What follows belongs to an exercise in optimizing a design on an open flow for small area, a short achievable clock period and few clock cycles; a production flow would make more cautious choices. In this exercise RTL edits were held to simulation tests only and were not proved equivalent to the original. Power figures rest on the tool's default switching activity, not on a simulated workload.

$ cat flow/constraint.sdc
create_clock -name core_clock -period 7.5 [get_ports {clk}]
set_input_delay 1.5000 -clock core_clock [delete_from_list [all_inputs] [get_ports {clk}]]
set_output_delay 1.5000 -clock core_clock [all_outputs]
set_load 0.01 [all_outputs]
$ cat flow/config.mk
export PLATFORM = sky130hd
export DESIGN_NAME = window_mac5_acc
export DESIGN_NICKNAME = window_mac5_acc
export VERILOG_FILES = /design/flow/design.v
export SDC_FILE = /design/flow/constraint.sdc
export NUM_CORES = 4
export LEC_CHECK = 0
export CAP_MARGIN = 20
export CORE_MARGIN = 2
export CORE_UTILIZATION = 40
export CTS_CLUSTER_DIAMETER = 110
export CTS_CLUSTER_SIZE = 26
export SETUP_SLACK_MARGIN = 4.8
export SLEW_MARGIN = 20
$ cat flow/standard.sh
#!/bin/bash
# synth_recipe.tcl (not shown) runs the flow's synth.tcl, then flattens the netlist and writes it again
# the make line also repeats each setting of config.mk as NAME=value (left out here)
make -C /OpenROAD-flow-scripts/flow DESIGN_CONFIG=/design/flow/config.mk WORK_HOME=/design/flow/orfs CLKGATE_MAP_FILE= SYNTH_SCRIPT=/design/flow/synth_recipe.tcl "${@:-finish}"
$ cat flow/flow/run.sh
#!/bin/bash
set -euo pipefail
export BUFFER_PORTS_ARGS="-buffer_cell sky130_fd_sc_hd__buf_2"
bash standard.sh finish > standard.log 2>&1
$ cat flow/design.v
package window_mac5_acc_pkg;
  typedef enum logic [1:0] {IDLE, ACCUM, DRAIN, OUT} state_t;
  localparam int DEF_WORD_WIDTH = 16;
  localparam int DEF_FRAC_BITS = 8;
endpackage
module booth_enc (
  input  logic [15:0] w,
  output logic [7:0] one,
  output logic [7:0] two,
  output logic [7:0] neg
);
  assign one[0] = w[0] ^ 1'b0;
  assign two[0] = (w[1] & ~w[0] & ~1'b0) | (~w[1] & w[0] & 1'b0);
  assign neg[0] = w[1];
  assign one[1] = w[2] ^ w[1];
  assign two[1] = (w[3] & ~w[2] & ~w[1]) | (~w[3] & w[2] & w[1]);
  assign neg[1] = w[3];
  assign one[2] = w[4] ^ w[3];
  assign two[2] = (w[5] & ~w[4] & ~w[3]) | (~w[5] & w[4] & w[3]);
  assign neg[2] = w[5];
  assign one[3] = w[6] ^ w[5];
  assign two[3] = (w[7] & ~w[6] & ~w[5]) | (~w[7] & w[6] & w[5]);
  assign neg[3] = w[7];
  assign one[4] = w[8] ^ w[7];
  assign two[4] = (w[9] & ~w[8] & ~w[7]) | (~w[9] & w[8] & w[7]);
  assign neg[4] = w[9];
  assign one[5] = w[10] ^ w[9];
  assign two[5] = (w[11] & ~w[10] & ~w[9]) | (~w[11] & w[10] & w[9]);
  assign neg[5] = w[11];
  assign one[6] = w[12] ^ w[11];
  assign two[6] = (w[13] & ~w[12] & ~w[11]) | (~w[13] & w[12] & w[11]);
  assign neg[6] = w[13];
  assign one[7] = w[14] ^ w[13];
  assign two[7] = (w[15] & ~w[14] & ~w[13]) | (~w[15] & w[14] & w[13]);
  assign neg[7] = w[15];
endmodule
module pp_sum (
  input  logic [7:0] one,
  input  logic [7:0] two,
  input  logic [7:0] neg,
  input  logic [18:0] x,
  output logic [41:0] pa,
  output logic [41:0] pb,
  output logic [41:0] pc
);
  logic [20:0] xe;
  assign xe = {{2{x[18]}}, x};
  logic [19:0] pp0;
  assign pp0 = ({20{one[0]}} & xe[19:0] | {20{two[0]}} & {xe[18:0], 1'b0}) ^ {20{neg[0]}};
  logic [19:0] pp1;
  assign pp1 = ({20{one[1]}} & xe[19:0] | {20{two[1]}} & {xe[18:0], 1'b0}) ^ {20{neg[1]}};
  logic [19:0] pp2;
  assign pp2 = ({20{one[2]}} & xe[19:0] | {20{two[2]}} & {xe[18:0], 1'b0}) ^ {20{neg[2]}};
  logic [19:0] pp3;
  assign pp3 = ({20{one[3]}} & xe[19:0] | {20{two[3]}} & {xe[18:0], 1'b0}) ^ {20{neg[3]}};
  logic [19:0] pp4;
  assign pp4 = ({20{one[4]}} & xe[19:0] | {20{two[4]}} & {xe[18:0], 1'b0}) ^ {20{neg[4]}};
  logic [19:0] pp5;
  assign pp5 = ({20{one[5]}} & xe[19:0] | {20{two[5]}} & {xe[18:0], 1'b0}) ^ {20{neg[5]}};
  logic [19:0] pp6;
  assign pp6 = ({20{one[6]}} & xe[19:0] | {20{two[6]}} & {xe[18:0], 1'b0}) ^ {20{neg[6]}};
  logic [19:0] pp7;
  assign pp7 = ({20{one[7]}} & xe[19:0] | {20{two[7]}} & {xe[18:0], 1'b0}) ^ {20{neg[7]}};
  logic as1, ac1;
  assign as1 = neg[2] ^ pp0[4];
  assign ac1 = neg[2] & pp0[4];
  logic as2, ac2;
  assign as2 = pp0[5] ^ pp1[3];
  assign ac2 = pp0[5] & pp1[3];
  logic as3, ac3;
  assign as3 = neg[3] ^ pp0[6] ^ pp1[4];
  assign ac3 = (neg[3] & pp0[6]) | (neg[3] & pp1[4]) | (pp0[6] & pp1[4]);
  logic as4, ac4;
  assign as4 = pp2[2] ^ pp3[0];
  assign ac4 = pp2[2] & pp3[0];
  logic as5, ac5;
  assign as5 = pp0[7] ^ pp1[5] ^ pp2[3];
  assign ac5 = (pp0[7] & pp1[5]) | (pp0[7] & pp2[3]) | (pp1[5] & pp2[3]);
  logic as6, ac6;
  assign as6 = pp3[1] ^ ac4;
  assign ac6 = pp3[1] & ac4;
  logic as7, ac7;
  assign as7 = neg[4] ^ pp0[8] ^ pp1[6];
  assign ac7 = (neg[4] & pp0[8]) | (neg[4] & pp1[6]) | (pp0[8] & pp1[6]);
  logic as8, ac8;
  assign as8 = pp2[4] ^ pp3[2] ^ pp4[0];
  assign ac8 = (pp2[4] & pp3[2]) | (pp2[4] & pp4[0]) | (pp3[2] & pp4[0]);
  logic as9, ac9;
  assign as9 = ac5 ^ ac6;
  assign ac9 = ac5 & ac6;
  logic as10, ac10;
  assign as10 = pp0[9] ^ pp1[7] ^ pp2[5];
  assign ac10 = (pp0[9] & pp1[7]) | (pp0[9] & pp2[5]) | (pp1[7] & pp2[5]);
  logic as11, ac11;
  assign as11 = pp3[3] ^ pp4[1] ^ ac7;
  assign ac11 = (pp3[3] & pp4[1]) | (pp3[3] & ac7) | (pp4[1] & ac7);
  logic as12, ac12;
  assign as12 = ac8 ^ as10;
  assign ac12 = ac8 & as10;
  logic as13, ac13;
  assign as13 = neg[5] ^ pp0[10] ^ pp1[8];
  assign ac13 = (neg[5] & pp0[10]) | (neg[5] & pp1[8]) | (pp0[10] & pp1[8]);
  logic as14, ac14;
  assign as14 = pp2[6] ^ pp3[4] ^ pp4[2];
  assign ac14 = (pp2[6] & pp3[4]) | (pp2[6] & pp4[2]) | (pp3[4] & pp4[2]);
  logic as15, ac15;
  assign as15 = pp5[0] ^ ac10 ^ as13;
  assign ac15 = (pp5[0] & ac10) | (pp5[0] & as13) | (ac10 & as13);
  logic as16, ac16;
  assign as16 = as14 ^ ac12;
  assign ac16 = as14 & ac12;
  logic as17, ac17;
  assign as17 = pp0[11] ^ pp1[9] ^ pp2[7];
  assign ac17 = (pp0[11] & pp1[9]) | (pp0[11] & pp2[7]) | (pp1[9] & pp2[7]);
  logic as18, ac18;
  assign as18 = pp3[5] ^ pp4[3] ^ pp5[1];
  assign ac18 = (pp3[5] & pp4[3]) | (pp3[5] & pp5[1]) | (pp4[3] & pp5[1]);
  logic as19, ac19;
  assign as19 = ac13 ^ ac14 ^ as17;
  assign ac19 = (ac13 & ac14) | (ac13 & as17) | (ac14 & as17);
  logic as20, ac20;
  assign as20 = as18 ^ ac15;
  assign ac20 = as18 & ac15;
  logic as21, ac21;
  assign as21 = neg[6] ^ pp0[12] ^ pp1[10];
  assign ac21 = (neg[6] & pp0[12]) | (neg[6] & pp1[10]) | (pp0[12] & pp1[10]);
  logic as22, ac22;
  assign as22 = pp2[8] ^ pp3[6] ^ pp4[4];
  assign ac22 = (pp2[8] & pp3[6]) | (pp2[8] & pp4[4]) | (pp3[6] & pp4[4]);
  logic as23, ac23;
  assign as23 = pp5[2] ^ pp6[0] ^ ac17;
  assign ac23 = (pp5[2] & pp6[0]) | (pp5[2] & ac17) | (pp6[0] & ac17);
  logic as24, ac24;
  assign as24 = ac18 ^ as21 ^ as22;
  assign ac24 = (ac18 & as21) | (ac18 & as22) | (as21 & as22);
  logic as25, ac25;
  assign as25 = ac19 ^ as23;
  assign ac25 = ac19 & as23;
  logic as26, ac26;
  assign as26 = pp0[13] ^ pp1[11] ^ pp2[9];
  assign ac26 = (pp0[13] & pp1[11]) | (pp0[13] & pp2[9]) | (pp1[11] & pp2[9]);
  logic as27, ac27;
  assign as27 = pp3[7] ^ pp4[5] ^ pp5[3];
  assign ac27 = (pp3[7] & pp4[5]) | (pp3[7] & pp5[3]) | (pp4[5] & pp5[3]);
  logic as28, ac28;
  assign as28 = pp6[1] ^ ac21 ^ ac22;
  assign ac28 = (pp6[1] & ac21) | (pp6[1] & ac22) | (ac21 & ac22);
  logic as29, ac29;
  assign as29 = as26 ^ as27 ^ ac23;
  assign ac29 = (as26 & as27) | (as26 & ac23) | (as27 & ac23);
  logic as30, ac30;
  assign as30 = ac24 ^ as28;
  assign ac30 = ac24 & as28;
  logic as31, ac31;
  assign as31 = neg[7] ^ pp0[14] ^ pp1[12];
  assign ac31 = (neg[7] & pp0[14]) | (neg[7] & pp1[12]) | (pp0[14] & pp1[12]);
  logic as32, ac32;
  assign as32 = pp2[10] ^ pp3[8] ^ pp4[6];
  assign ac32 = (pp2[10] & pp3[8]) | (pp2[10] & pp4[6]) | (pp3[8] & pp4[6]);
  logic as33, ac33;
  assign as33 = pp5[4] ^ pp6[2] ^ pp7[0];
  assign ac33 = (pp5[4] & pp6[2]) | (pp5[4] & pp7[0]) | (pp6[2] & pp7[0]);
  logic as34, ac34;
  assign as34 = ac26 ^ ac27 ^ as31;
  assign ac34 = (ac26 & ac27) | (ac26 & as31) | (ac27 & as31);
  logic as35, ac35;
  assign as35 = as32 ^ as33 ^ ac28;
  assign ac35 = (as32 & as33) | (as32 & ac28) | (as33 & ac28);
  logic as36, ac36;
  assign as36 = as34 ^ ac30;
  assign ac36 = as34 & ac30;
  logic as37, ac37;
  assign as37 = pp0[15] ^ pp1[13] ^ pp2[11];
  assign ac37 = (pp0[15] & pp1[13]) | (pp0[15] & pp2[11]) | (pp1[13] & pp2[11]);
  logic as38, ac38;
  assign as38 = pp3[9] ^ pp4[7] ^ pp5[5];
  assign ac38 = (pp3[9] & pp4[7]) | (pp3[9] & pp5[5]) | (pp4[7] & pp5[5]);
  logic as39, ac39;
  assign as39 = pp6[3] ^ pp7[1] ^ ac31;
  assign ac39 = (pp6[3] & pp7[1]) | (pp6[3] & ac31) | (pp7[1] & ac31);
  logic as40, ac40;
  assign as40 = ac32 ^ ac33 ^ as37;
  assign ac40 = (ac32 & ac33) | (ac32 & as37) | (ac33 & as37);
  logic as41, ac41;
  assign as41 = as38 ^ ac34 ^ as39;
  assign ac41 = (as38 & ac34) | (as38 & as39) | (ac34 & as39);
  logic as42, ac42;
  assign as42 = as40 ^ ac35;
  assign ac42 = as40 & ac35;
  logic as43, ac43;
  assign as43 = pp0[16] ^ pp1[14] ^ pp2[12];
  assign ac43 = (pp0[16] & pp1[14]) | (pp0[16] & pp2[12]) | (pp1[14] & pp2[12]);
  logic as44, ac44;
  assign as44 = pp3[10] ^ pp4[8] ^ pp5[6];
  assign ac44 = (pp3[10] & pp4[8]) | (pp3[10] & pp5[6]) | (pp4[8] & pp5[6]);
  logic as45, ac45;
  assign as45 = pp6[4] ^ pp7[2] ^ ac37;
  assign ac45 = (pp6[4] & pp7[2]) | (pp6[4] & ac37) | (pp7[2] & ac37);
  logic as46, ac46;
  assign as46 = ac38 ^ as43 ^ as44;
  assign ac46 = (ac38 & as43) | (ac38 & as44) | (as43 & as44);
  logic as47, ac47;
  assign as47 = ac39 ^ ac40 ^ as45;
  assign ac47 = (ac39 & ac40) | (ac39 & as45) | (ac40 & as45);
  logic as48, ac48;
  assign as48 = as46 ^ ac41;
  assign ac48 = as46 & ac41;
  logic as49, ac49;
  assign as49 = pp0[17] ^ pp1[15] ^ pp2[13];
  assign ac49 = (pp0[17] & pp1[15]) | (pp0[17] & pp2[13]) | (pp1[15] & pp2[13]);
  logic as50, ac50;
  assign as50 = pp3[11] ^ pp4[9] ^ pp5[7];
  assign ac50 = (pp3[11] & pp4[9]) | (pp3[11] & pp5[7]) | (pp4[9] & pp5[7]);
  logic as51, ac51;
  assign as51 = pp6[5] ^ pp7[3] ^ ac43;
  assign ac51 = (pp6[5] & pp7[3]) | (pp6[5] & ac43) | (pp7[3] & ac43);
  logic as52, ac52;
  assign as52 = ac44 ^ as49 ^ as50;
  assign ac52 = (ac44 & as49) | (ac44 & as50) | (as49 & as50);
  logic as53, ac53;
  assign as53 = ac45 ^ ac46 ^ as51;
  assign ac53 = (ac45 & ac46) | (ac45 & as51) | (ac46 & as51);
  logic as54, ac54;
  assign as54 = as52 ^ ac47;
  assign ac54 = as52 & ac47;
  logic as55, ac55;
  assign as55 = pp0[18] ^ pp1[16] ^ pp2[14];
  assign ac55 = (pp0[18] & pp1[16]) | (pp0[18] & pp2[14]) | (pp1[16] & pp2[14]);
  logic as56, ac56;
  assign as56 = pp3[12] ^ pp4[10] ^ pp5[8];
  assign ac56 = (pp3[12] & pp4[10]) | (pp3[12] & pp5[8]) | (pp4[10] & pp5[8]);
  logic as57, ac57;
  assign as57 = pp6[6] ^ pp7[4] ^ ac49;
  assign ac57 = (pp6[6] & pp7[4]) | (pp6[6] & ac49) | (pp7[4] & ac49);
  logic as58, ac58;
  assign as58 = ac50 ^ as55 ^ as56;
  assign ac58 = (ac50 & as55) | (ac50 & as56) | (as55 & as56);
  logic as59, ac59;
  assign as59 = ac51 ^ ac52 ^ as57;
  assign ac59 = (ac51 & ac52) | (ac51 & as57) | (ac52 & as57);
  logic as60, ac60;
  assign as60 = as58 ^ ac53;
  assign ac60 = as58 & ac53;
  logic as61, ac61;
  assign as61 = 1'b1 ^ ~pp0[19] ^ pp1[17];
  assign ac61 = (1'b1 & ~pp0[19]) | (1'b1 & pp1[17]) | (~pp0[19] & pp1[17]);
  logic as62, ac62;
  assign as62 = pp2[15] ^ pp3[13] ^ pp4[11];
  assign ac62 = (pp2[15] & pp3[13]) | (pp2[15] & pp4[11]) | (pp3[13] & pp4[11]);
  logic as63, ac63;
  assign as63 = pp5[9] ^ pp6[7] ^ pp7[5];
  assign ac63 = (pp5[9] & pp6[7]) | (pp5[9] & pp7[5]) | (pp6[7] & pp7[5]);
  logic as64, ac64;
  assign as64 = ac55 ^ ac56 ^ as61;
  assign ac64 = (ac55 & ac56) | (ac55 & as61) | (ac56 & as61);
  logic as65, ac65;
  assign as65 = as62 ^ as63 ^ ac57;
  assign ac65 = (as62 & as63) | (as62 & ac57) | (as63 & ac57);
  logic as66, ac66;
  assign as66 = ac58 ^ as64 ^ as65;
  assign ac66 = (ac58 & as64) | (ac58 & as65) | (as64 & as65);
  logic as67, ac67;
  assign as67 = 1'b1 ^ pp1[18] ^ pp2[16];
  assign ac67 = (1'b1 & pp1[18]) | (1'b1 & pp2[16]) | (pp1[18] & pp2[16]);
  logic as68, ac68;
  assign as68 = pp3[14] ^ pp4[12] ^ pp5[10];
  assign ac68 = (pp3[14] & pp4[12]) | (pp3[14] & pp5[10]) | (pp4[12] & pp5[10]);
  logic as69, ac69;
  assign as69 = pp6[8] ^ pp7[6] ^ ac61;
  assign ac69 = (pp6[8] & pp7[6]) | (pp6[8] & ac61) | (pp7[6] & ac61);
  logic as70, ac70;
  assign as70 = ac62 ^ ac63 ^ as67;
  assign ac70 = (ac62 & ac63) | (ac62 & as67) | (ac63 & as67);
  logic as71, ac71;
  assign as71 = as68 ^ ac64 ^ as69;
  assign ac71 = (as68 & ac64) | (as68 & as69) | (ac64 & as69);
  logic as72, ac72;
  assign as72 = as70 ^ ac65;
  assign ac72 = as70 & ac65;
  logic as73, ac73;
  assign as73 = ~pp1[19] ^ pp2[17] ^ pp3[15];
  assign ac73 = (~pp1[19] & pp2[17]) | (~pp1[19] & pp3[15]) | (pp2[17] & pp3[15]);
  logic as74, ac74;
  assign as74 = pp4[13] ^ pp5[11] ^ pp6[9];
  assign ac74 = (pp4[13] & pp5[11]) | (pp4[13] & pp6[9]) | (pp5[11] & pp6[9]);
  logic as75, ac75;
  assign as75 = pp7[7] ^ ac67 ^ ac68;
  assign ac75 = (pp7[7] & ac67) | (pp7[7] & ac68) | (ac67 & ac68);
  logic as76, ac76;
  assign as76 = as73 ^ as74 ^ ac69;
  assign ac76 = (as73 & as74) | (as73 & ac69) | (as74 & ac69);
  logic as77, ac77;
  assign as77 = ac70 ^ as75 ^ as76;
  assign ac77 = (ac70 & as75) | (ac70 & as76) | (as75 & as76);
  logic as78, ac78;
  assign as78 = 1'b1 ^ pp2[18] ^ pp3[16];
  assign ac78 = (1'b1 & pp2[18]) | (1'b1 & pp3[16]) | (pp2[18] & pp3[16]);
  logic as79, ac79;
  assign as79 = pp4[14] ^ pp5[12] ^ pp6[10];
  assign ac79 = (pp4[14] & pp5[12]) | (pp4[14] & pp6[10]) | (pp5[12] & pp6[10]);
  logic as80, ac80;
  assign as80 = pp7[8] ^ ac73 ^ ac74;
  assign ac80 = (pp7[8] & ac73) | (pp7[8] & ac74) | (ac73 & ac74);
  logic as81, ac81;
  assign as81 = as78 ^ as79 ^ ac75;
  assign ac81 = (as78 & as79) | (as78 & ac75) | (as79 & ac75);
  logic as82, ac82;
  assign as82 = as80 ^ ac76;
  assign ac82 = as80 & ac76;
  logic as83, ac83;
  assign as83 = ~pp2[19] ^ pp3[17] ^ pp4[15];
  assign ac83 = (~pp2[19] & pp3[17]) | (~pp2[19] & pp4[15]) | (pp3[17] & pp4[15]);
  logic as84, ac84;
  assign as84 = pp5[13] ^ pp6[11] ^ pp7[9];
  assign ac84 = (pp5[13] & pp6[11]) | (pp5[13] & pp7[9]) | (pp6[11] & pp7[9]);
  logic as85, ac85;
  assign as85 = ac78 ^ ac79 ^ as83;
  assign ac85 = (ac78 & ac79) | (ac78 & as83) | (ac79 & as83);
  logic as86, ac86;
  assign as86 = as84 ^ ac80 ^ as85;
  assign ac86 = (as84 & ac80) | (as84 & as85) | (ac80 & as85);
  logic as87, ac87;
  assign as87 = 1'b1 ^ pp3[18] ^ pp4[16];
  assign ac87 = (1'b1 & pp3[18]) | (1'b1 & pp4[16]) | (pp3[18] & pp4[16]);
  logic as88, ac88;
  assign as88 = pp5[14] ^ pp6[12] ^ pp7[10];
  assign ac88 = (pp5[14] & pp6[12]) | (pp5[14] & pp7[10]) | (pp6[12] & pp7[10]);
  logic as89, ac89;
  assign as89 = ac83 ^ ac84 ^ as87;
  assign ac89 = (ac83 & ac84) | (ac83 & as87) | (ac84 & as87);
  logic as90, ac90;
  assign as90 = as88 ^ ac85;
  assign ac90 = as88 & ac85;
  logic as91, ac91;
  assign as91 = ~pp3[19] ^ pp4[17] ^ pp5[15];
  assign ac91 = (~pp3[19] & pp4[17]) | (~pp3[19] & pp5[15]) | (pp4[17] & pp5[15]);
  logic as92, ac92;
  assign as92 = pp6[13] ^ pp7[11] ^ ac87;
  assign ac92 = (pp6[13] & pp7[11]) | (pp6[13] & ac87) | (pp7[11] & ac87);
  logic as93, ac93;
  assign as93 = ac88 ^ as91 ^ ac89;
  assign ac93 = (ac88 & as91) | (ac88 & ac89) | (as91 & ac89);
  logic as94, ac94;
  assign as94 = 1'b1 ^ pp4[18] ^ pp5[16];
  assign ac94 = (1'b1 & pp4[18]) | (1'b1 & pp5[16]) | (pp4[18] & pp5[16]);
  logic as95, ac95;
  assign as95 = pp6[14] ^ pp7[12] ^ ac91;
  assign ac95 = (pp6[14] & pp7[12]) | (pp6[14] & ac91) | (pp7[12] & ac91);
  logic as96, ac96;
  assign as96 = as94 ^ ac92;
  assign ac96 = as94 & ac92;
  logic as97, ac97;
  assign as97 = ~pp4[19] ^ pp5[17] ^ pp6[15];
  assign ac97 = (~pp4[19] & pp5[17]) | (~pp4[19] & pp6[15]) | (pp5[17] & pp6[15]);
  logic as98, ac98;
  assign as98 = pp7[13] ^ ac94 ^ as97;
  assign ac98 = (pp7[13] & ac94) | (pp7[13] & as97) | (ac94 & as97);
  logic as99, ac99;
  assign as99 = 1'b1 ^ pp5[18] ^ pp6[16];
  assign ac99 = (1'b1 & pp5[18]) | (1'b1 & pp6[16]) | (pp5[18] & pp6[16]);
  logic as100, ac100;
  assign as100 = pp7[14] ^ ac97;
  assign ac100 = pp7[14] & ac97;
  logic as101, ac101;
  assign as101 = ~pp5[19] ^ pp6[17] ^ pp7[15];
  assign ac101 = (~pp5[19] & pp6[17]) | (~pp5[19] & pp7[15]) | (pp6[17] & pp7[15]);
  logic as102, ac102;
  assign as102 = 1'b1 ^ pp6[18];
  assign ac102 = 1'b1 & pp6[18];
  assign pa[0] = neg[0];
  assign pb[0] = pp0[0];
  assign pc[0] = 1'b0;
  assign pa[1] = pp0[1];
  assign pb[1] = 1'b0;
  assign pc[1] = 1'b0;
  assign pa[2] = neg[1];
  assign pb[2] = pp0[2];
  assign pc[2] = pp1[0];
  assign pa[3] = pp0[3];
  assign pb[3] = pp1[1];
  assign pc[3] = 1'b0;
  assign pa[4] = pp1[2];
  assign pb[4] = pp2[0];
  assign pc[4] = as1;
  assign pa[5] = pp2[1];
  assign pb[5] = ac1;
  assign pc[5] = as2;
  assign pa[6] = ac2;
  assign pb[6] = as4;
  assign pc[6] = as3;
  assign pa[7] = ac3;
  assign pb[7] = as5;
  assign pc[7] = as6;
  assign pa[8] = as7;
  assign pb[8] = as8;
  assign pc[8] = as9;
  assign pa[9] = ac9;
  assign pb[9] = as12;
  assign pc[9] = as11;
  assign pa[10] = ac11;
  assign pb[10] = as15;
  assign pc[10] = as16;
  assign pa[11] = ac16;
  assign pb[11] = as19;
  assign pc[11] = as20;
  assign pa[12] = as24;
  assign pb[12] = ac20;
  assign pc[12] = as25;
  assign pa[13] = ac25;
  assign pb[13] = as30;
  assign pc[13] = as29;
  assign pa[14] = ac29;
  assign pb[14] = as35;
  assign pc[14] = as36;
  assign pa[15] = ac36;
  assign pb[15] = as41;
  assign pc[15] = as42;
  assign pa[16] = as47;
  assign pb[16] = ac42;
  assign pc[16] = as48;
  assign pa[17] = as53;
  assign pb[17] = ac48;
  assign pc[17] = as54;
  assign pa[18] = as59;
  assign pb[18] = ac54;
  assign pc[18] = as60;
  assign pa[19] = ac59;
  assign pb[19] = ac60;
  assign pc[19] = as66;
  assign pa[20] = as71;
  assign pb[20] = as72;
  assign pc[20] = ac66;
  assign pa[21] = ac71;
  assign pb[21] = ac72;
  assign pc[21] = as77;
  assign pa[22] = as81;
  assign pb[22] = as82;
  assign pc[22] = ac77;
  assign pa[23] = ac81;
  assign pb[23] = as86;
  assign pc[23] = ac82;
  assign pa[24] = as89;
  assign pb[24] = as90;
  assign pc[24] = ac86;
  assign pa[25] = as92;
  assign pb[25] = ac90;
  assign pc[25] = as93;
  assign pa[26] = as95;
  assign pb[26] = as96;
  assign pc[26] = ac93;
  assign pa[27] = ac95;
  assign pb[27] = as98;
  assign pc[27] = ac96;
  assign pa[28] = as99;
  assign pb[28] = as100;
  assign pc[28] = ac98;
  assign pa[29] = ac99;
  assign pb[29] = as101;
  assign pc[29] = ac100;
  assign pa[30] = pp7[16];
  assign pb[30] = as102;
  assign pc[30] = ac101;
  assign pa[31] = ~pp6[19];
  assign pb[31] = pp7[17];
  assign pc[31] = ac102;
  assign pa[32] = 1'b1;
  assign pb[32] = pp7[18];
  assign pc[32] = 1'b0;
  assign pa[33] = ~pp7[19];
  assign pb[33] = 1'b0;
  assign pc[33] = 1'b0;
  assign pa[34] = 1'b1;
  assign pb[34] = 1'b0;
  assign pc[34] = 1'b0;
  assign pa[35] = 1'b1;
  assign pb[35] = 1'b0;
  assign pc[35] = 1'b0;
  assign pa[36] = 1'b1;
  assign pb[36] = 1'b0;
  assign pc[36] = 1'b0;
  assign pa[37] = 1'b1;
  assign pb[37] = 1'b0;
  assign pc[37] = 1'b0;
  assign pa[38] = 1'b1;
  assign pb[38] = 1'b0;
  assign pc[38] = 1'b0;
  assign pa[39] = 1'b1;
  assign pb[39] = 1'b0;
  assign pc[39] = 1'b0;
  assign pa[40] = 1'b1;
  assign pb[40] = 1'b0;
  assign pc[40] = 1'b0;
  assign pa[41] = 1'b1;
  assign pb[41] = 1'b0;
  assign pc[41] = 1'b0;
endmodule
module acc_add (
  input  logic [41:0] acc,
  input  logic [7:0] cin,
  input  logic [41:0] pa,
  input  logic [41:0] pb,
  input  logic [41:0] pc,
  output logic [41:0] acc_n,
  output logic [7:0] cout
);
  logic [41:0] r0, r1;
  logic bs1, bc1;
  assign bs1 = acc[0] ^ pa[0] ^ pb[0];
  assign bc1 = (acc[0] & pa[0]) | (acc[0] & pb[0]) | (pa[0] & pb[0]);
  logic bs2, bc2;
  assign bs2 = acc[1] ^ pa[1] ^ pb[1];
  assign bc2 = (acc[1] & pa[1]) | (acc[1] & pb[1]) | (pa[1] & pb[1]);
  logic bs3, bc3;
  assign bs3 = pc[1] ^ bc1;
  assign bc3 = pc[1] & bc1;
  logic bs4, bc4;
  assign bs4 = acc[2] ^ pa[2] ^ pb[2];
  assign bc4 = (acc[2] & pa[2]) | (acc[2] & pb[2]) | (pa[2] & pb[2]);
  logic bs5, bc5;
  assign bs5 = pc[2] ^ bc2 ^ bs4;
  assign bc5 = (pc[2] & bc2) | (pc[2] & bs4) | (bc2 & bs4);
  logic bs6, bc6;
  assign bs6 = acc[3] ^ pa[3] ^ pb[3];
  assign bc6 = (acc[3] & pa[3]) | (acc[3] & pb[3]) | (pa[3] & pb[3]);
  logic bs7, bc7;
  assign bs7 = pc[3] ^ bc4 ^ bs6;
  assign bc7 = (pc[3] & bc4) | (pc[3] & bs6) | (bc4 & bs6);
  logic bs8, bc8;
  assign bs8 = acc[4] ^ pa[4] ^ pb[4];
  assign bc8 = (acc[4] & pa[4]) | (acc[4] & pb[4]) | (pa[4] & pb[4]);
  logic bs9, bc9;
  assign bs9 = pc[4] ^ bc6 ^ bs8;
  assign bc9 = (pc[4] & bc6) | (pc[4] & bs8) | (bc6 & bs8);
  logic bs10, bc10;
  assign bs10 = acc[5] ^ pa[5] ^ pb[5];
  assign bc10 = (acc[5] & pa[5]) | (acc[5] & pb[5]) | (pa[5] & pb[5]);
  logic bs11, bc11;
  assign bs11 = pc[5] ^ bc8 ^ bs10;
  assign bc11 = (pc[5] & bc8) | (pc[5] & bs10) | (bc8 & bs10);
  logic bs12, bc12;
  assign bs12 = acc[6] ^ pa[6] ^ pb[6];
  assign bc12 = (acc[6] & pa[6]) | (acc[6] & pb[6]) | (pa[6] & pb[6]);
  logic bs13, bc13;
  assign bs13 = pc[6] ^ bc10 ^ bs12;
  assign bc13 = (pc[6] & bc10) | (pc[6] & bs12) | (bc10 & bs12);
  logic bs14, bc14;
  assign bs14 = acc[7] ^ pa[7] ^ pb[7];
  assign bc14 = (acc[7] & pa[7]) | (acc[7] & pb[7]) | (pa[7] & pb[7]);
  logic bs15, bc15;
  assign bs15 = pc[7] ^ bc12 ^ bs14;
  assign bc15 = (pc[7] & bc12) | (pc[7] & bs14) | (bc12 & bs14);
  logic bs16, bc16;
  assign bs16 = acc[8] ^ pa[8] ^ pb[8];
  assign bc16 = (acc[8] & pa[8]) | (acc[8] & pb[8]) | (pa[8] & pb[8]);
  logic bs17, bc17;
  assign bs17 = pc[8] ^ bc14 ^ bs16;
  assign bc17 = (pc[8] & bc14) | (pc[8] & bs16) | (bc14 & bs16);
  logic bs18, bc18;
  assign bs18 = acc[9] ^ pa[9] ^ pb[9];
  assign bc18 = (acc[9] & pa[9]) | (acc[9] & pb[9]) | (pa[9] & pb[9]);
  logic bs19, bc19;
  assign bs19 = pc[9] ^ bc16 ^ bs18;
  assign bc19 = (pc[9] & bc16) | (pc[9] & bs18) | (bc16 & bs18);
  logic bs20, bc20;
  assign bs20 = acc[10] ^ pa[10] ^ pb[10];
  assign bc20 = (acc[10] & pa[10]) | (acc[10] & pb[10]) | (pa[10] & pb[10]);
  logic bs21, bc21;
  assign bs21 = pc[10] ^ bc18 ^ bs20;
  assign bc21 = (pc[10] & bc18) | (pc[10] & bs20) | (bc18 & bs20);
  logic bs22, bc22;
  assign bs22 = acc[11] ^ pa[11] ^ pb[11];
  assign bc22 = (acc[11] & pa[11]) | (acc[11] & pb[11]) | (pa[11] & pb[11]);
  logic bs23, bc23;
  assign bs23 = pc[11] ^ bc20 ^ bs22;
  assign bc23 = (pc[11] & bc20) | (pc[11] & bs22) | (bc20 & bs22);
  logic bs24, bc24;
  assign bs24 = acc[12] ^ pa[12] ^ pb[12];
  assign bc24 = (acc[12] & pa[12]) | (acc[12] & pb[12]) | (pa[12] & pb[12]);
  logic bs25, bc25;
  assign bs25 = pc[12] ^ bc22 ^ bs24;
  assign bc25 = (pc[12] & bc22) | (pc[12] & bs24) | (bc22 & bs24);
  logic bs26, bc26;
  assign bs26 = acc[13] ^ pa[13] ^ pb[13];
  assign bc26 = (acc[13] & pa[13]) | (acc[13] & pb[13]) | (pa[13] & pb[13]);
  logic bs27, bc27;
  assign bs27 = pc[13] ^ bc24 ^ bs26;
  assign bc27 = (pc[13] & bc24) | (pc[13] & bs26) | (bc24 & bs26);
  logic bs28, bc28;
  assign bs28 = acc[14] ^ pa[14] ^ pb[14];
  assign bc28 = (acc[14] & pa[14]) | (acc[14] & pb[14]) | (pa[14] & pb[14]);
  logic bs29, bc29;
  assign bs29 = pc[14] ^ bc26 ^ bs28;
  assign bc29 = (pc[14] & bc26) | (pc[14] & bs28) | (bc26 & bs28);
  logic bs30, bc30;
  assign bs30 = acc[15] ^ pa[15] ^ pb[15];
  assign bc30 = (acc[15] & pa[15]) | (acc[15] & pb[15]) | (pa[15] & pb[15]);
  logic bs31, bc31;
  assign bs31 = pc[15] ^ bc28 ^ bs30;
  assign bc31 = (pc[15] & bc28) | (pc[15] & bs30) | (bc28 & bs30);
  logic bs32, bc32;
  assign bs32 = acc[16] ^ pa[16] ^ pb[16];
  assign bc32 = (acc[16] & pa[16]) | (acc[16] & pb[16]) | (pa[16] & pb[16]);
  logic bs33, bc33;
  assign bs33 = pc[16] ^ bc30 ^ bs32;
  assign bc33 = (pc[16] & bc30) | (pc[16] & bs32) | (bc30 & bs32);
  logic bs34, bc34;
  assign bs34 = acc[17] ^ pa[17] ^ pb[17];
  assign bc34 = (acc[17] & pa[17]) | (acc[17] & pb[17]) | (pa[17] & pb[17]);
  logic bs35, bc35;
  assign bs35 = pc[17] ^ bc32 ^ bs34;
  assign bc35 = (pc[17] & bc32) | (pc[17] & bs34) | (bc32 & bs34);
  logic bs36, bc36;
  assign bs36 = acc[18] ^ pa[18] ^ pb[18];
  assign bc36 = (acc[18] & pa[18]) | (acc[18] & pb[18]) | (pa[18] & pb[18]);
  logic bs37, bc37;
  assign bs37 = pc[18] ^ bc34 ^ bs36;
  assign bc37 = (pc[18] & bc34) | (pc[18] & bs36) | (bc34 & bs36);
  logic bs38, bc38;
  assign bs38 = acc[19] ^ pa[19] ^ pb[19];
  assign bc38 = (acc[19] & pa[19]) | (acc[19] & pb[19]) | (pa[19] & pb[19]);
  logic bs39, bc39;
  assign bs39 = pc[19] ^ bc36 ^ bs38;
  assign bc39 = (pc[19] & bc36) | (pc[19] & bs38) | (bc36 & bs38);
  logic bs40, bc40;
  assign bs40 = acc[20] ^ pa[20] ^ pb[20];
  assign bc40 = (acc[20] & pa[20]) | (acc[20] & pb[20]) | (pa[20] & pb[20]);
  logic bs41, bc41;
  assign bs41 = pc[20] ^ bc38 ^ bs40;
  assign bc41 = (pc[20] & bc38) | (pc[20] & bs40) | (bc38 & bs40);
  logic bs42, bc42;
  assign bs42 = acc[21] ^ pa[21] ^ pb[21];
  assign bc42 = (acc[21] & pa[21]) | (acc[21] & pb[21]) | (pa[21] & pb[21]);
  logic bs43, bc43;
  assign bs43 = pc[21] ^ bc40 ^ bs42;
  assign bc43 = (pc[21] & bc40) | (pc[21] & bs42) | (bc40 & bs42);
  logic bs44, bc44;
  assign bs44 = acc[22] ^ pa[22] ^ pb[22];
  assign bc44 = (acc[22] & pa[22]) | (acc[22] & pb[22]) | (pa[22] & pb[22]);
  logic bs45, bc45;
  assign bs45 = pc[22] ^ bc42 ^ bs44;
  assign bc45 = (pc[22] & bc42) | (pc[22] & bs44) | (bc42 & bs44);
  logic bs46, bc46;
  assign bs46 = acc[23] ^ pa[23] ^ pb[23];
  assign bc46 = (acc[23] & pa[23]) | (acc[23] & pb[23]) | (pa[23] & pb[23]);
  logic bs47, bc47;
  assign bs47 = pc[23] ^ bc44 ^ bs46;
  assign bc47 = (pc[23] & bc44) | (pc[23] & bs46) | (bc44 & bs46);
  logic bs48, bc48;
  assign bs48 = acc[24] ^ pa[24] ^ pb[24];
  assign bc48 = (acc[24] & pa[24]) | (acc[24] & pb[24]) | (pa[24] & pb[24]);
  logic bs49, bc49;
  assign bs49 = pc[24] ^ bc46 ^ bs48;
  assign bc49 = (pc[24] & bc46) | (pc[24] & bs48) | (bc46 & bs48);
  logic bs50, bc50;
  assign bs50 = acc[25] ^ pa[25] ^ pb[25];
  assign bc50 = (acc[25] & pa[25]) | (acc[25] & pb[25]) | (pa[25] & pb[25]);
  logic bs51, bc51;
  assign bs51 = pc[25] ^ bc48 ^ bs50;
  assign bc51 = (pc[25] & bc48) | (pc[25] & bs50) | (bc48 & bs50);
  logic bs52, bc52;
  assign bs52 = acc[26] ^ pa[26] ^ pb[26];
  assign bc52 = (acc[26] & pa[26]) | (acc[26] & pb[26]) | (pa[26] & pb[26]);
  logic bs53, bc53;
  assign bs53 = pc[26] ^ bc50 ^ bs52;
  assign bc53 = (pc[26] & bc50) | (pc[26] & bs52) | (bc50 & bs52);
  logic bs54, bc54;
  assign bs54 = acc[27] ^ pa[27] ^ pb[27];
  assign bc54 = (acc[27] & pa[27]) | (acc[27] & pb[27]) | (pa[27] & pb[27]);
  logic bs55, bc55;
  assign bs55 = pc[27] ^ bc52 ^ bs54;
  assign bc55 = (pc[27] & bc52) | (pc[27] & bs54) | (bc52 & bs54);
  logic bs56, bc56;
  assign bs56 = acc[28] ^ pa[28] ^ pb[28];
  assign bc56 = (acc[28] & pa[28]) | (acc[28] & pb[28]) | (pa[28] & pb[28]);
  logic bs57, bc57;
  assign bs57 = pc[28] ^ bc54 ^ bs56;
  assign bc57 = (pc[28] & bc54) | (pc[28] & bs56) | (bc54 & bs56);
  logic bs58, bc58;
  assign bs58 = acc[29] ^ pa[29] ^ pb[29];
  assign bc58 = (acc[29] & pa[29]) | (acc[29] & pb[29]) | (pa[29] & pb[29]);
  logic bs59, bc59;
  assign bs59 = pc[29] ^ bc56 ^ bs58;
  assign bc59 = (pc[29] & bc56) | (pc[29] & bs58) | (bc56 & bs58);
  logic bs60, bc60;
  assign bs60 = acc[30] ^ pa[30] ^ pb[30];
  assign bc60 = (acc[30] & pa[30]) | (acc[30] & pb[30]) | (pa[30] & pb[30]);
  logic bs61, bc61;
  assign bs61 = pc[30] ^ bc58 ^ bs60;
  assign bc61 = (pc[30] & bc58) | (pc[30] & bs60) | (bc58 & bs60);
  logic bs62, bc62;
  assign bs62 = acc[31] ^ pa[31] ^ pb[31];
  assign bc62 = (acc[31] & pa[31]) | (acc[31] & pb[31]) | (pa[31] & pb[31]);
  logic bs63, bc63;
  assign bs63 = pc[31] ^ bc60 ^ bs62;
  assign bc63 = (pc[31] & bc60) | (pc[31] & bs62) | (bc60 & bs62);
  logic bs64, bc64;
  assign bs64 = acc[32] ^ pa[32] ^ pb[32];
  assign bc64 = (acc[32] & pa[32]) | (acc[32] & pb[32]) | (pa[32] & pb[32]);
  logic bs65, bc65;
  assign bs65 = pc[32] ^ bc62 ^ bs64;
  assign bc65 = (pc[32] & bc62) | (pc[32] & bs64) | (bc62 & bs64);
  logic bs66, bc66;
  assign bs66 = acc[33] ^ pa[33] ^ pb[33];
  assign bc66 = (acc[33] & pa[33]) | (acc[33] & pb[33]) | (pa[33] & pb[33]);
  logic bs67, bc67;
  assign bs67 = pc[33] ^ bc64 ^ bs66;
  assign bc67 = (pc[33] & bc64) | (pc[33] & bs66) | (bc64 & bs66);
  logic bs68, bc68;
  assign bs68 = acc[34] ^ pa[34] ^ pb[34];
  assign bc68 = (acc[34] & pa[34]) | (acc[34] & pb[34]) | (pa[34] & pb[34]);
  logic bs69, bc69;
  assign bs69 = pc[34] ^ bc66 ^ bs68;
  assign bc69 = (pc[34] & bc66) | (pc[34] & bs68) | (bc66 & bs68);
  logic bs70, bc70;
  assign bs70 = acc[35] ^ pa[35] ^ pb[35];
  assign bc70 = (acc[35] & pa[35]) | (acc[35] & pb[35]) | (pa[35] & pb[35]);
  logic bs71, bc71;
  assign bs71 = pc[35] ^ bc68 ^ bs70;
  assign bc71 = (pc[35] & bc68) | (pc[35] & bs70) | (bc68 & bs70);
  logic bs72, bc72;
  assign bs72 = acc[36] ^ pa[36] ^ pb[36];
  assign bc72 = (acc[36] & pa[36]) | (acc[36] & pb[36]) | (pa[36] & pb[36]);
  logic bs73, bc73;
  assign bs73 = pc[36] ^ bc70 ^ bs72;
  assign bc73 = (pc[36] & bc70) | (pc[36] & bs72) | (bc70 & bs72);
  logic bs74, bc74;
  assign bs74 = acc[37] ^ pa[37] ^ pb[37];
  assign bc74 = (acc[37] & pa[37]) | (acc[37] & pb[37]) | (pa[37] & pb[37]);
  logic bs75, bc75;
  assign bs75 = pc[37] ^ bc72 ^ bs74;
  assign bc75 = (pc[37] & bc72) | (pc[37] & bs74) | (bc72 & bs74);
  logic bs76, bc76;
  assign bs76 = acc[38] ^ pa[38] ^ pb[38];
  assign bc76 = (acc[38] & pa[38]) | (acc[38] & pb[38]) | (pa[38] & pb[38]);
  logic bs77, bc77;
  assign bs77 = pc[38] ^ bc74 ^ bs76;
  assign bc77 = (pc[38] & bc74) | (pc[38] & bs76) | (bc74 & bs76);
  logic bs78, bc78;
  assign bs78 = acc[39] ^ pa[39] ^ pb[39];
  assign bc78 = (acc[39] & pa[39]) | (acc[39] & pb[39]) | (pa[39] & pb[39]);
  logic bs79, bc79;
  assign bs79 = pc[39] ^ bc76 ^ bs78;
  assign bc79 = (pc[39] & bc76) | (pc[39] & bs78) | (bc76 & bs78);
  logic bs80, bc80;
  assign bs80 = acc[40] ^ pa[40] ^ pb[40];
  assign bc80 = (acc[40] & pa[40]) | (acc[40] & pb[40]) | (pa[40] & pb[40]);
  logic bs81, bc81;
  assign bs81 = pc[40] ^ bc78 ^ bs80;
  assign bc81 = (pc[40] & bc78) | (pc[40] & bs80) | (bc78 & bs80);
  logic bs82, bc82;
  assign bs82 = acc[41] ^ pa[41] ^ pb[41];
  assign bc82 = (acc[41] & pa[41]) | (acc[41] & pb[41]) | (pa[41] & pb[41]);
  logic bs83, bc83;
  assign bs83 = pc[41] ^ bc80 ^ bs82;
  assign bc83 = (pc[41] & bc80) | (pc[41] & bs82) | (bc80 & bs82);
  assign r0[0] = pc[0];
  assign r1[0] = bs1;
  assign r0[1] = bs2;
  assign r1[1] = bs3;
  assign r0[2] = bc3;
  assign r1[2] = bs5;
  assign r0[3] = bc5;
  assign r1[3] = bs7;
  assign r0[4] = bc7;
  assign r1[4] = bs9;
  assign r0[5] = bc9;
  assign r1[5] = bs11;
  assign r0[6] = bc11;
  assign r1[6] = bs13;
  assign r0[7] = bc13;
  assign r1[7] = bs15;
  assign r0[8] = bc15;
  assign r1[8] = bs17;
  assign r0[9] = bc17;
  assign r1[9] = bs19;
  assign r0[10] = bc19;
  assign r1[10] = bs21;
  assign r0[11] = bc21;
  assign r1[11] = bs23;
  assign r0[12] = bc23;
  assign r1[12] = bs25;
  assign r0[13] = bc25;
  assign r1[13] = bs27;
  assign r0[14] = bc27;
  assign r1[14] = bs29;
  assign r0[15] = bc29;
  assign r1[15] = bs31;
  assign r0[16] = bc31;
  assign r1[16] = bs33;
  assign r0[17] = bc33;
  assign r1[17] = bs35;
  assign r0[18] = bc35;
  assign r1[18] = bs37;
  assign r0[19] = bc37;
  assign r1[19] = bs39;
  assign r0[20] = bc39;
  assign r1[20] = bs41;
  assign r0[21] = bc41;
  assign r1[21] = bs43;
  assign r0[22] = bc43;
  assign r1[22] = bs45;
  assign r0[23] = bc45;
  assign r1[23] = bs47;
  assign r0[24] = bc47;
  assign r1[24] = bs49;
  assign r0[25] = bc49;
  assign r1[25] = bs51;
  assign r0[26] = bc51;
  assign r1[26] = bs53;
  assign r0[27] = bc53;
  assign r1[27] = bs55;
  assign r0[28] = bc55;
  assign r1[28] = bs57;
  assign r0[29] = bc57;
  assign r1[29] = bs59;
  assign r0[30] = bc59;
  assign r1[30] = bs61;
  assign r0[31] = bc61;
  assign r1[31] = bs63;
  assign r0[32] = bc63;
  assign r1[32] = bs65;
  assign r0[33] = bc65;
  assign r1[33] = bs67;
  assign r0[34] = bc67;
  assign r1[34] = bs69;
  assign r0[35] = bc69;
  assign r1[35] = bs71;
  assign r0[36] = bc71;
  assign r1[36] = bs73;
  assign r0[37] = bc73;
  assign r1[37] = bs75;
  assign r0[38] = bc75;
  assign r1[38] = bs77;
  assign r0[39] = bc77;
  assign r1[39] = bs79;
  assign r0[40] = bc79;
  assign r1[40] = bs81;
  assign r0[41] = bc81;
  assign r1[41] = bs83;
  assign {cout[0], acc_n[4:0]} = 6'(r0[4:0]) + 6'(r1[4:0]) + 6'(1'b0);
  assign {cout[1], acc_n[9:5]} = 6'(r0[9:5]) + 6'(r1[9:5]) + 6'(cin[0]);
  assign {cout[2], acc_n[14:10]} = 6'(r0[14:10]) + 6'(r1[14:10]) + 6'(cin[1]);
  assign {cout[3], acc_n[19:15]} = 6'(r0[19:15]) + 6'(r1[19:15]) + 6'(cin[2]);
  assign {cout[4], acc_n[24:20]} = 6'(r0[24:20]) + 6'(r1[24:20]) + 6'(cin[3]);
  assign {cout[5], acc_n[29:25]} = 6'(r0[29:25]) + 6'(r1[29:25]) + 6'(cin[4]);
  assign {cout[6], acc_n[34:30]} = 6'(r0[34:30]) + 6'(r1[34:30]) + 6'(cin[5]);
  assign {cout[7], acc_n[39:35]} = 6'(r0[39:35]) + 6'(r1[39:35]) + 6'(cin[6]);
  assign acc_n[41:40] = r0[41:40] + r1[41:40] + 2'(cin[7]);
endmodule
import window_mac5_acc_pkg::*;
module window_mac5_acc #(
  parameter int WORD_WIDTH = window_mac5_acc_pkg::DEF_WORD_WIDTH,
  parameter int FRAC_BITS  = window_mac5_acc_pkg::DEF_FRAC_BITS,
  parameter int CNT_WIDTH  = 8
) (
  input  logic                  clk,
  input  logic                  rst,
  input  logic                  w_load,
  input  logic [2:0]            w_idx,
  input  logic [WORD_WIDTH-1:0] w_data,
  input  logic                  start,
  input  logic [CNT_WIDTH-1:0]  acc_len,
  input  logic                  in_valid,
  input  logic [WORD_WIDTH-1:0] data_in_0,
  input  logic [WORD_WIDTH-1:0] data_in_1,
  input  logic [WORD_WIDTH-1:0] data_in_2,
  input  logic [WORD_WIDTH-1:0] data_in_3,
  input  logic [WORD_WIDTH-1:0] data_in_4,
  output logic                  busy,
  output logic                  out_valid,
  output logic [WORD_WIDTH-1:0] out_data
);
  localparam int XW = WORD_WIDTH + 3;             
  localparam int SW = 2 * WORD_WIDTH + CNT_WIDTH + 2;   
  localparam int PW = SW;                         
  localparam int L1 = 5;                          
  localparam int L2 = 10;                         
  localparam int L3 = 15;
  localparam logic [CNT_WIDTH-1:0] DONE_CNT = CNT_WIDTH'(-7);
  localparam int CH = 5;                          
  localparam int NCH = (SW + CH - 1) / CH;
  logic [4:0][WORD_WIDTH-1:0] weight;
  logic [4:0][WORD_WIDTH-1:0] window;
  logic [4:0][XW-1:0] x_sum, x_keep, x_add, x_nxt;
  logic [4:0] x_c1, x_c2, x_c3, c1_nxt, c2_nxt, c3_nxt;
  logic [4:0] ring;
  logic [4:0] w_set;       
  logic [XW-1:0] xr, x_sel, x_pick;
  logic c1_sel, c2_sel, c3_sel;
  logic [WORD_WIDTH-1:0] w_sel;
  logic [WORD_WIDTH/2-1:0] one, two, neg, one_r, two_r, neg_r;
  logic [PW-1:0] pa, pb, pc, pa_r, pb_r, pc_r;
  logic [SW-1:0] acc, acc_nxt, total, pend;
  logic [NCH-2:0] acc_cy, cy_nxt;
  logic [CNT_WIDTH-1:0] cnt;
  logic accum;
  logic idle, busy_nx;
  logic [4:0] ring_nx, keep;
  logic go, accept, last, fire;
  logic [SW-FRAC_BITS-1:0] rounded;
  logic [WORD_WIDTH-1:0] result;
  logic in_range;
  assign window = {data_in_4, data_in_3, data_in_2, data_in_1, data_in_0};
  assign go = idle && start && acc_len != '0;
  assign accept = accum && in_valid;
  assign last = accept && cnt == CNT_WIDTH'(1);
  assign fire = !idle && !accum && cnt == DONE_CNT;
  assign busy_nx = idle ? go : !fire;
  assign ring_nx = {ring[3:0], ring[4]};
  for (genvar i = 0; i < 5; i++) begin : g_tap
    assign x_keep[i] = keep[i] ? x_sum[i] : XW'(0);
    assign x_add[i] = accept ? XW'($signed(window[i])) : XW'(0);
    assign {c1_nxt[i], x_nxt[i][L1-1:0]} = (L1+1)'(x_keep[i][L1-1:0]) + (L1+1)'(x_add[i][L1-1:0]);
    assign {c2_nxt[i], x_nxt[i][L2-1:L1]} = (L2-L1+1)'(x_keep[i][L2-1:L1])
                                          + (L2-L1+1)'(x_add[i][L2-1:L1]) + (L2-L1+1)'(keep[i] && x_c1[i]);
    assign {c3_nxt[i], x_nxt[i][L3-1:L2]} = (L3-L2+1)'(x_keep[i][L3-1:L2])
                                          + (L3-L2+1)'(x_add[i][L3-1:L2]) + (L3-L2+1)'(keep[i] && x_c2[i]);
    assign x_nxt[i][XW-1:L3] = x_keep[i][XW-1:L3] + x_add[i][XW-1:L3] + (XW-L3)'(keep[i] && x_c3[i]);
  end
  always_comb begin
    x_sel = '0;
    c1_sel = 1'b0;
    c2_sel = 1'b0;
    c3_sel = 1'b0;
    w_sel = '0;
    for (int i = 0; i < 5; i++) begin
      x_sel = x_sel | ({XW{ring[i]}} & x_sum[i]);
      c1_sel = c1_sel | (ring[i] & x_c1[i]);
      c2_sel = c2_sel | (ring[i] & x_c2[i]);
      c3_sel = c3_sel | (ring[i] & x_c3[i]);
      w_sel = w_sel | ({WORD_WIDTH{ring[i] && w_set[i]}} & weight[i]);
    end
  end
  assign x_pick = {x_sel[XW-1:L1] + (XW-L1)'({c3_sel, {(L3-L2-1){1'b0}}, c2_sel, {(L2-L1-1){1'b0}}, c1_sel}),
                   x_sel[L1-1:0]};
  booth_enc u_enc (
    .w(w_sel),
    .one(one),
    .two(two),
    .neg(neg)
  );
  pp_sum u_pp (
    .one(one_r),
    .two(two_r),
    .neg(neg_r),
    .x(xr),
    .pa(pa),
    .pb(pb),
    .pc(pc)
  );
  acc_add u_acc (
    .acc(acc),
    .cin(acc_cy),
    .pa(pa_r),
    .pb(pb_r),
    .pc(pc_r),
    .acc_n(acc_nxt),
    .cout(cy_nxt)
  );
  always_comb begin
    pend = '0;
    for (int c = 1; c < NCH; c++) pend[c*CH] = acc_cy[c-1];
  end
  assign total = acc + pend;
  assign rounded = total[SW-1:FRAC_BITS];
  assign in_range = &rounded[SW-FRAC_BITS-1:WORD_WIDTH-1] || ~|rounded[SW-FRAC_BITS-1:WORD_WIDTH-1];
  assign result = in_range ? rounded[WORD_WIDTH-1:0]
                           : {rounded[SW-FRAC_BITS-1], {(WORD_WIDTH-1){~rounded[SW-FRAC_BITS-1]}}};
  always_ff @(posedge clk) begin
    x_sum <= x_nxt;
    x_c1 <= c1_nxt;
    x_c2 <= c2_nxt;
    x_c3 <= c3_nxt;
    xr <= (idle || rst) ? '0 : x_pick;
    one_r <= one;
    two_r <= two;
    neg_r <= neg;
    pa_r <= pa;
    pb_r <= pb;
    pc_r <= pc;
    for (int i = 0; i < 5; i++)
      if (idle && w_load && w_idx == 3'(i)) weight[i] <= w_data;
    acc <= idle ? SW'(1 << (FRAC_BITS - 1)) : acc_nxt;
    acc_cy <= idle ? '0 : cy_nxt;
    keep <= (busy_nx && !rst) ? ~ring_nx : '0;
    cnt <= idle ? acc_len : cnt - CNT_WIDTH'(!accum || in_valid);
    if (rst) begin
      ring <= 5'b00001;
      busy <= 1'b0;
      idle <= 1'b1;
      accum <= 1'b0;
      out_valid <= 1'b0;
      out_data <= '0;
      w_set <= '0;
    end else begin
      ring <= ring_nx;
      busy <= busy_nx;
      idle <= !busy_nx;
      accum <= accum ? !last : go;
      out_valid <= fire;
      if (fire) out_data <= result;
      for (int i = 0; i < 5; i++)
        if (idle && w_load && w_idx == 3'(i)) w_set[i] <= 1'b1;
    end
  end
endmodule
==> summary.txt <==
Run status
  • Status: no timing/DRC/antenna violations

Logic synthesis
  • Main synth FF type: dfxtp_1
  • Async SR Flop Fraction: 0%
  • Mapped Cells: 2433
  • Number of synthesis warnings: 1
  • Synth Net Count: 2892
  • Mapped cell area: 24920 um^2
  • Post-synth EDFFs: 80
  • Yosys reg bits: 420
  • Unique masters post-synth: 67
  • Syn_area_per_cell: 10.24 um^2
  • Register area share after synthesis: 36.96%

Setup path
  • Setup CP Type: reg2reg
  • Worst path cell trace: ha_2 > a41oi_2 > nor3_2 > a21oi_1 > o21ai_2 > o21ai_0 > or4_4 > o32ai_4 > clkbuf_16 > o21ai_1 > a31oi_1
  • R2R Setup Slk: 4560 ps
  • Slowest cell delay on critical path: 510 ps
  • CP max stage cell: or4_4
  • Delay-heaviest family, CP: compound AO/OA/AOI/OAI gates
  • Req. time, crit path: 7980 ps
  • Crit path buffers/inverters: 1
  • CP Capture Type: flop
  • Worst Path Max Fanout: 5
  • Crit path launch: acc_cy[2]
  • Crit path DAT: 3420 ps
  • RR Startpoint: acc_cy[2]
  • Cells on worst reg2reg path: 11
  • CP startpoint kind: flop
  • Critical R2R Capture: out_data[5]

Drt
  • Pre-Repair DR Iteration Count: 8
  • Drt drc: 0
  • Vias per inst: 5.210
  • Antenna-violating nets left: 0
  • Routed len/inst: 18.13 um
  • DR vias: 17585
  • Drt first-iter violations: 1389
  • Drt total wl: 61200 um

CTS
  • TritonCTS clock tree: built
  • Root buffer selected by CTS: clkbuf_16
  • Post-cts hold buffer count: 0
  • Clock latency (worst-skew pair): 570 ps
  • CTS Sinks: 420
  • Clk pin slew, worst setup/hold paths: 100 ps
  • H-tree lvl count: 1
  • CTS Buf Count: 21
  • Max Root-Sink Buffers: 3

Power and ir drop
  • Power per cell area: 181.3 nW/um^2
  • Total Power: 5.137 mW
  • Leak pwr: 12.66 nW
  • Peak ir drop on the vdd network: 0.1408 mV

Timing
  • Clk_skew: 42.91 ps
  • Final Hold Viols: 0
  • Crit path time final: 2944 ps
  • Pins Over Slew Limit: 0
  • Final Cycle Share: 39.26%
  • Setup_tns: 0 ps
  • Worst Max-Slew Pin Slew: 1014 ps
  • Final setup fails: 0
  • Unrepaired setup endpoints after global routing: true
  • Peak Freq: 339.6 MHz
  • Rel. slew slack: 32.32%
  • Worst setup margin: 4556 ps

GRT
  • Global-route wire length before repair: 97000 um
  • Largest net degree at the start of global routing: 66
  • GR Util All Layers: 18.84%
  • Initial antenna violation count: 5
  • Number of global-route vias before repair: 17855
  • Total grt overflow: 0

Placement
  • Dpl hpwl: 43970 um
  • Buffers on Ports: 129
  • Setup WS pre-CTS: 3676 ps
  • RePlAce Congestion: 0.8607
  • Placed Instances: 3270

Floorplan
  • Initial Utilization: 40.45%
  • Die height: 253.6 um
  • Die area: 64310 um^2
  • CORE AREA: 61600 um^2
  • Die width: 253.6 um
  • Row count: 91
  • I/O Pins: 130

Hold path
  • Worst min-delay path class: reg2reg
  • Hold Crit Depth: 2
  • WHS Endpoint: w_set[2]
  • Hold path start: w_set[2]

Layout
  • Final std cells w/o fill: 3375
  • Most frequent cells in the layout: 289 x dfxtp_1, 224 x inv_1, 185 x a22oi_1
  • Final Core Density: 45.99%
  • Most common cell after layout, fill and taps aside: dfxtp_1
  • Share of cells above drive strength 1: 17.99%
  • Layout net count: 2984
  • Area growth from synthesis to layout: 13.69%
  • Fillers: 5748

Run
  • Max-cap viol count: 0
worst max-delay path by stage:
stage	to	slack [ps]	cells after the start
2_1_floorplan	x_sum[14]	4480	11
5_1_grt	out_data[8]	4390	11
3_3_place_gp	x_sum[14]	3750	11
4_1_cts	out_data[2]	4610	12
3_5_place_dp	x_sum[66]	3680	10
6_report	out_data[5]	4560	11
flip-flops by register name (all words and copies together), names as in the netlist, 16 cells and up:
signal,cells
pc_r,29
pa_r,33
out_data,16
xr,19
pb_r,32
acc,42
weight,80
x_sum,95
tightest hold or removal path: stages (launching register included):
cell and delay [ps]:
dfxtp_1 330, nor2_1 40, nor2_1 70
Yosys cell counts (5+ instances only):
master	number	share of area, %
xor2_1	98	3.4
a31oi_1	13	0.33
edfxtp_1	80	9.6
a222oi_1	22	0.88
o211ai_1	5	0.15
o21ai_0	37	0.74
nor2_1	90	1.4
nand3_1	20	0.40
xnor2_1	183	6.4
a21oi_1	73	1.5
inv_1	243	3.7
buf_1	18	0.27
o21ai_1	11	0.22
nand2_1	158	2.4
dfxtp_1	340	27
nor2b_1	40	1.0
o21bai_1	7	0.21
nand4_1	9	0.23
nor3_1	16	0.32
and3_1	67	1.7
a21o_1	69	2.1
a22oi_1	186	5.6
fa_1	185	15
ha_1	162	8.1
and2_1	80	2.0
clkbuf_1	129	1.9
a221oi_1	14	0.49
nor4_1	6	0.15
nand2b_1	11	0.28
logic make-up after synthesis:
logic type / Yosys count / share of synthesized area, %
adder cells (fa/ha/maj): 347 / 23.00
XOR/XNOR: 281 / 9.876
AND/OR/NAND/NOR: 519 / 10.59
multiplexers: 4 / 0.2109
flip-flops: 420 / 36.96
AO/OA/AOI/OAI: 471 / 13.48
buffers and inverters: 391 / 5.890
cell type report:
| cell class | count | area [um^2] | area share (%) |
|---|---|---|---|
| Clock inverter | 6 | 71.32 | 0.2517 |
| Clock buffer | 27 | 548.0 | 1.934 |
| Antenna cell | 3 | 7.507 | 0.02650 |
| Inverter | 244 | 919.6 | 3.246 |
| Sequential cell | 420 | 9338 | 32.96 |
| Multi-Input combinational cell | 1624 | 14870 | 52.48 |
| Timing Repair Buffer | 214 | 1531 | 5.406 |
| Tap cell | 837 | 1047 | 3.696 |
stage by stage:
stage,cell area [um^2],hold slack (ps)
after global routing,28330,498.4
after floorplan,25290,347.5
after detailed placement,26480,450.8
final,28330,469.3
after global placement,26480,443.6
after CTS,27640,474.0
where the power goes:
group	total [mW]	switching, mW	internal (mW)
clock	1.29	0.755	0.536
sequential	2.59	0.164	2.43
combinational	1.25	0.652	0.601
metal layers:
layer	routed length, um	global-route usage (%)
met1	27660	25.98
met2	28370	31.02
met3	3374	2.448
met4	1784	5.258
met5	14	0
repair_timing:
action | CTS | global route
gates cloned | 4 | 1
setup buffers | 23 | 41
pin swaps | 30 | 50
endpoints found under the setup margin | 165 | 61
gates resized for setup | 88 | 94
Testbench counts, summed over its fixed seeds: cycles 17,141.

what the ideal ports hide:
The flow's constraints put no driver on any port. The routed layout listed below was extracted and timed again, unchanged, in two steps. Step 1, drivers: a clkbuf_16 drives clk and a buf_2 each remaining input, both assumed. Step 2 adds t to the input delays and takes it off the output delays; t is the mean of the earliest and latest rising clock arrival at the registers after step 1. Input paths then give back, and output paths get back, about the clock's delay inside the block. Slacks: ideal ports / drivers / drivers and shift; pairs: ideal ports / drivers.
t, ns: 0.615
slack for setup (ns): 4.556 / 4.556 / 4.132
hold WS [ns]: 0.469 / 0.469 / 0.469
clock arrival spread, ns: 0.045 / 0.045
worst register clock-pin slew, ns: 0.11 / 0.11
After both steps setup and hold are still met in this run. The setup slack of this run moves by 0.000 ns with the drivers and by -0.424 ns with both steps.
